Background: an optimization exercise with open tools, aiming at small area and a short achievable clock period. Do not read the settings as production practice. The RTL was checked by simulation tests, not by an equivalence proof against the original design. Power figures rest on the tool's default switching activity, not on a simulated workload.

// match_top
module match_top (
    input  logic        clk,
    input  logic        reset,
    input  logic        left,
    input  logic        right,
    input  logic        up,
    input  logic        down,
    input  logic        enter,
    input  logic        game_reset,
    input  logic        video_on,
    input  logic [9:0]  pix_x,
    input  logic [9:0]  pix_y,
    output logic [11:0] graph_rgb,
    output logic        board_ready
);
==> flow/config.mk <==
export PLATFORM = sky130hd
export DESIGN_NAME = match_top
export DESIGN_NICKNAME = match_top
export VERILOG_FILES = /design/flow/design.v
export SDC_FILE = /design/flow/constraint.sdc
export NUM_CORES = 4
export LEC_CHECK = 0
export CAP_MARGIN = 20
export CORE_MARGIN = 2
export CORE_UTILIZATION = 40
export SETUP_SLACK_MARGIN = 4
export SLEW_MARGIN = 20
export SYNTH_HIERARCHICAL = 1
==> flow/constraint.sdc <==
create_clock -name core_clock -period 10.0 [get_ports {clk}]
set_input_delay 2.0000 -clock core_clock [delete_from_list [all_inputs] [get_ports {clk}]]
set_output_delay 2.0000 -clock core_clock [all_outputs]
set_load 0.01 [all_outputs]
standard.sh (not shown) runs the stock make flow with config.mk's settings and CLKGATE_MAP_FILE= SYNTH_SCRIPT=/design/flow/synth_recipe.tcl, a recipe that flattens the netlist after the stock synthesis.
==> flow/flow/run.sh <==
#!/bin/bash
# Standard ORFS layout (standard.sh), with the standard synthesis script except
# for ABC's mapping, chosen per module (see synth.tcl): the board store and the
# controller are mapped for area, the renderer, whose path from the beam inputs
# to the colour outputs sets the period, to a tight delay target. Registers,
# names and every later step are the standard ones. make's output goes to
# flow_make.log; ORFS keeps each step's log under orfs/logs.
set -euo pipefail
export MY_FLOW_DIR="$PWD/flow"
export MY_ABC="board_store:abc_amap.script:0 input_controller:abc_area.script:0 pixel_renderer:abc_speed.script:1500 match_top:abc_speed.script:1500"
bash standard.sh SYNTH_SCRIPT="$PWD/flow/synth.tcl" finish > flow_make.log 2>&1
==> flow/flow/abc_amap.script <==
strash
dch -f
amap -F 2
topo
==> flow/flow/abc_area.script <==
strash
dch
map -a
topo
stime -c
==> flow/flow/abc_speed.script <==
strash
dch -f
map {D}
topo
stime -c
buffer -c
upsize -c {D}
dnsize -c {D}
==> flow/flow/synth.tcl <==
# synth_recipe.tcl, with ABC's mapping chosen per module: MY_ABC lists
# module:script:delay entries (script in MY_FLOW_DIR, delay target in ps, 0 for
# none), and each module is mapped by its own ABC run
proc synth {args} { yosys synth -nofsm -noshare {*}$args }
proc abc_with {args script d} {
  set i [lsearch -exact $args -script]
  set f [open $script r]
  set body [string map {"\n" ";"} [string trim [read $f]]]
  close $f
  lset args [expr {$i + 1}] "+$body"
  set j [lsearch -exact $args -D]
  if { $j >= 0 } { set args [lreplace $args $j [expr {$j + 1}]] }
  if { $d > 0 } { lappend args -D $d }
  return $args
}
proc abc {args} {
  foreach entry $::env(MY_ABC) {
    lassign [split $entry :] module script d
    yosys abc {*}[abc_with $args $::env(MY_FLOW_DIR)/$script $d] $module
  }
}
source $::env(SCRIPTS_DIR)/synth.tcl
# left out here: clear keep_hierarchy, flatten, clean up, hide names made inside functions, write 1_2_yosys.v
The starting point went through all stages and came out clean.
Rerun with:
==> flow/flow/run.sh (replaced) <==
#!/bin/bash
# Standard ORFS layout (standard.sh), with the standard synthesis script except
# for ABC's mapping: the board store and controller are mapped for area, the
# renderer, whose path from the beam inputs to the colour outputs sets the
# period, for delay (see synth.tcl). Registers, names and every later step are
# the standard ones. make's output goes to flow_make.log; ORFS keeps each
# step's log under orfs/logs.
set -euo pipefail
export MY_FLOW_DIR="$PWD/flow"
export MY_AREA_MODULES="board_store input_controller"
export MY_SPEED_MODULES="pixel_renderer match_top"
export MY_SPEED_D=1500
bash standard.sh SYNTH_SCRIPT="$PWD/flow/synth.tcl" finish > flow_make.log 2>&1
==> flow/flow/abc_speed.script (replaced) <==
strash
dch
map {D}
topo
stime -c
buffer -c
upsize -c {D}
dnsize -c {D}
==> flow/flow/synth.tcl (replaced) <==
# synth_recipe.tcl, with ABC run per module group: the modules in MY_AREA_MODULES
# are mapped for area with abc_area.script, those in MY_SPEED_MODULES for delay
# with abc_speed.script and a delay target of MY_SPEED_D ps
proc synth {args} { yosys synth -nofsm -noshare {*}$args }
proc abc_with {args script d} {
  set i [lsearch -exact $args -script]
  set f [open $script r]
  set body [string map {"\n" ";"} [string trim [read $f]]]
  close $f
  lset args [expr {$i + 1}] "+$body"
  set j [lsearch -exact $args -D]
  if { $j >= 0 } { set args [lreplace $args $j [expr {$j + 1}]] }
  if { $d ne "" } { lappend args -D $d }
  return $args
}
proc abc {args} {
  set dir $::env(MY_FLOW_DIR)
  yosys abc {*}[abc_with $args $dir/abc_area.script ""] {*}$::env(MY_AREA_MODULES)
  yosys abc {*}[abc_with $args $dir/abc_speed.script $::env(MY_SPEED_D)] {*}$::env(MY_SPEED_MODULES)
}
source $::env(SCRIPTS_DIR)/synth.tcl
# left out here: clear keep_hierarchy, flatten, clean up, hide names made inside functions, write 1_2_yosys.v
- CORE_UTILIZATION: 40 -> 55
removed: flow/flow/abc_amap.script
What happened: The new run completed with no timing, DRC or antenna violations. Cell count went up by 9.7%. Sequential cell count stays the same. Total power shrinks by 1.8%.
Rerun with:
==> flow/run.sh (new file) <==
#!/bin/bash
# synth_recipe.tcl (not shown) runs the flow's synth.tcl, then flattens the netlist and writes it again
# the make line also repeats each setting of config.mk as NAME=value (left out here)
make -C /OpenROAD-flow-scripts/flow DESIGN_CONFIG=/design/flow/config.mk WORK_HOME=/design/flow/orfs CLKGATE_MAP_FILE= SYNTH_SCRIPT=/design/flow/synth_recipe.tcl finish
- CORE_UTILIZATION: 55 -> 40
- CTS_BUF_LIST: default -> sky130_fd_sc_hd__clkbuf_4 sky130_fd_sc_hd__clkbuf_8
- PLACE_DENSITY: default -> 0.7
- SETUP_SLACK_MARGIN: 4 -> 3.5
- SYNTH_HIERARCHICAL: 1 -> default
removed: flow/flow/run.sh
removed: flow/flow/abc_area.script
removed: flow/flow/abc_speed.script
removed: flow/flow/synth.tcl
removed: flow/standard.sh
Effect: Non-clock buffer count goes up by 147; worst setup slack loses 360 ps; total power goes up by 3.3%; utilization goes down by 18 points; sequential cell count is unchanged; count of clock-buffer cells in the layout goes up by 28; design area goes up by 13%; worst hold slack loses 12 ps; via count goes up by 11%.
Rerun with:
==> flow/flow/run.sh (new file) <==
#!/bin/bash
# Standard ORFS layout (standard.sh), with the standard synthesis script except
# for ABC's mapping, chosen per module (see synth.tcl): the board store and the
# controller are mapped for area, the renderer, whose path from the beam inputs
# to the colour outputs sets the period, to a tight delay target. Registers,
# names and every later step are the standard ones. make's output goes to
# flow_make.log; ORFS keeps each step's log under orfs/logs.
set -euo pipefail
export MY_FLOW_DIR="$PWD/flow"
export MY_ABC="board_store:abc_amap.script:0 input_controller:abc_area.script:0 pixel_renderer:abc_speed.script:1500 match_top:abc_speed.script:1500"
bash standard.sh SYNTH_SCRIPT="$PWD/flow/synth.tcl" finish > flow_make.log 2>&1
==> flow/flow/abc_amap.script (new file) <==
strash
dch -f
amap -F 2
topo
==> flow/flow/abc_area.script (new file) <==
strash
dch
map -a
topo
stime -c
==> flow/flow/abc_speed.script (new file) <==
strash
dch -f
map {D}
topo
stime -c
buffer -c
upsize -c {D}
dnsize -c {D}
==> flow/flow/synth.tcl (new file) <==
# synth_recipe.tcl, with ABC's mapping chosen per module: MY_ABC lists
# module:script:delay entries (script in MY_FLOW_DIR, delay target in ps, 0 for
# none), and each module is mapped by its own ABC run
proc synth {args} { yosys synth -nofsm -noshare {*}$args }
proc abc_with {args script d} {
  set i [lsearch -exact $args -script]
  set f [open $script r]
  set body [string map {"\n" ";"} [string trim [read $f]]]
  close $f
  lset args [expr {$i + 1}] "+$body"
  set j [lsearch -exact $args -D]
  if { $j >= 0 } { set args [lreplace $args $j [expr {$j + 1}]] }
  if { $d > 0 } { lappend args -D $d }
  return $args
}
proc abc {args} {
  foreach entry $::env(MY_ABC) {
    lassign [split $entry :] module script d
    yosys abc {*}[abc_with $args $::env(MY_FLOW_DIR)/$script $d] $module
  }
}
source $::env(SCRIPTS_DIR)/synth.tcl
# left out here: clear keep_hierarchy, flatten, clean up, hide names made inside functions, write 1_2_yosys.v
==> flow/standard.sh (new file) <==
#!/bin/bash
# synth_recipe.tcl (not shown) runs the flow's synth.tcl, then flattens the netlist and writes it again
# the make line also repeats each setting of config.mk as NAME=value (left out here)
make -C /OpenROAD-flow-scripts/flow DESIGN_CONFIG=/design/flow/config.mk WORK_HOME=/design/flow/orfs CLKGATE_MAP_FILE= SYNTH_SCRIPT=/design/flow/synth_recipe.tcl "${@:-finish}"
- SETUP_SLACK_MARGIN: 3.5 -> 3.8
- SYNTH_HIERARCHICAL: default -> 1
removed: flow/run.sh
Result:
- utilization hardly moves
- area after synthesis falls by 19%
- die area falls by 19%
- final area falls by about 20%

port drivers added, routing unchanged:
The results above use ideal ports. As a check the final layouts listed here were re-extracted and re-timed, cells and wires unchanged. Step 1, drivers: a clkbuf_16 drives clk and a buf_2 each remaining input, both assumed. Step 2 adds t to the input delays and takes it off the output delays; t is the mean of the earliest and latest rising clock arrival at the registers after step 1. Input paths then give back, and output paths get back, about the clock's delay inside the block. Three values: ideal, step 1, step 2; two values: the first two.
| run | shift t [ns] | slack for setup (ns) | worst setup path at the end | slew at the worst register clock pin (ns) | pins driven straight from the clock port |
|---|---|---|---|---|---|
| the first run | 0.671 | 3.256 / 3.210 / 3.210 | input to output | 0.07 / 0.07 | 1 |
| the second run | 0.676 | 3.090 / 3.030 / 3.087 | input to output | 0.08 / 0.08 | 1 |
| the third run | 0.743 | 2.732 / 2.654 / 2.654 | input to output | 0.09 / 0.09 | 1 |
| the fourth run | 0.710 | 3.362 / 3.302 / 3.371 | input to register | 0.07 / 0.07 | 1 |
After both steps every run listed still meets setup and hold. The setup slack of the third run, which loses most, moves by -0.078 ns with the drivers and by -0.078 ns with both steps.
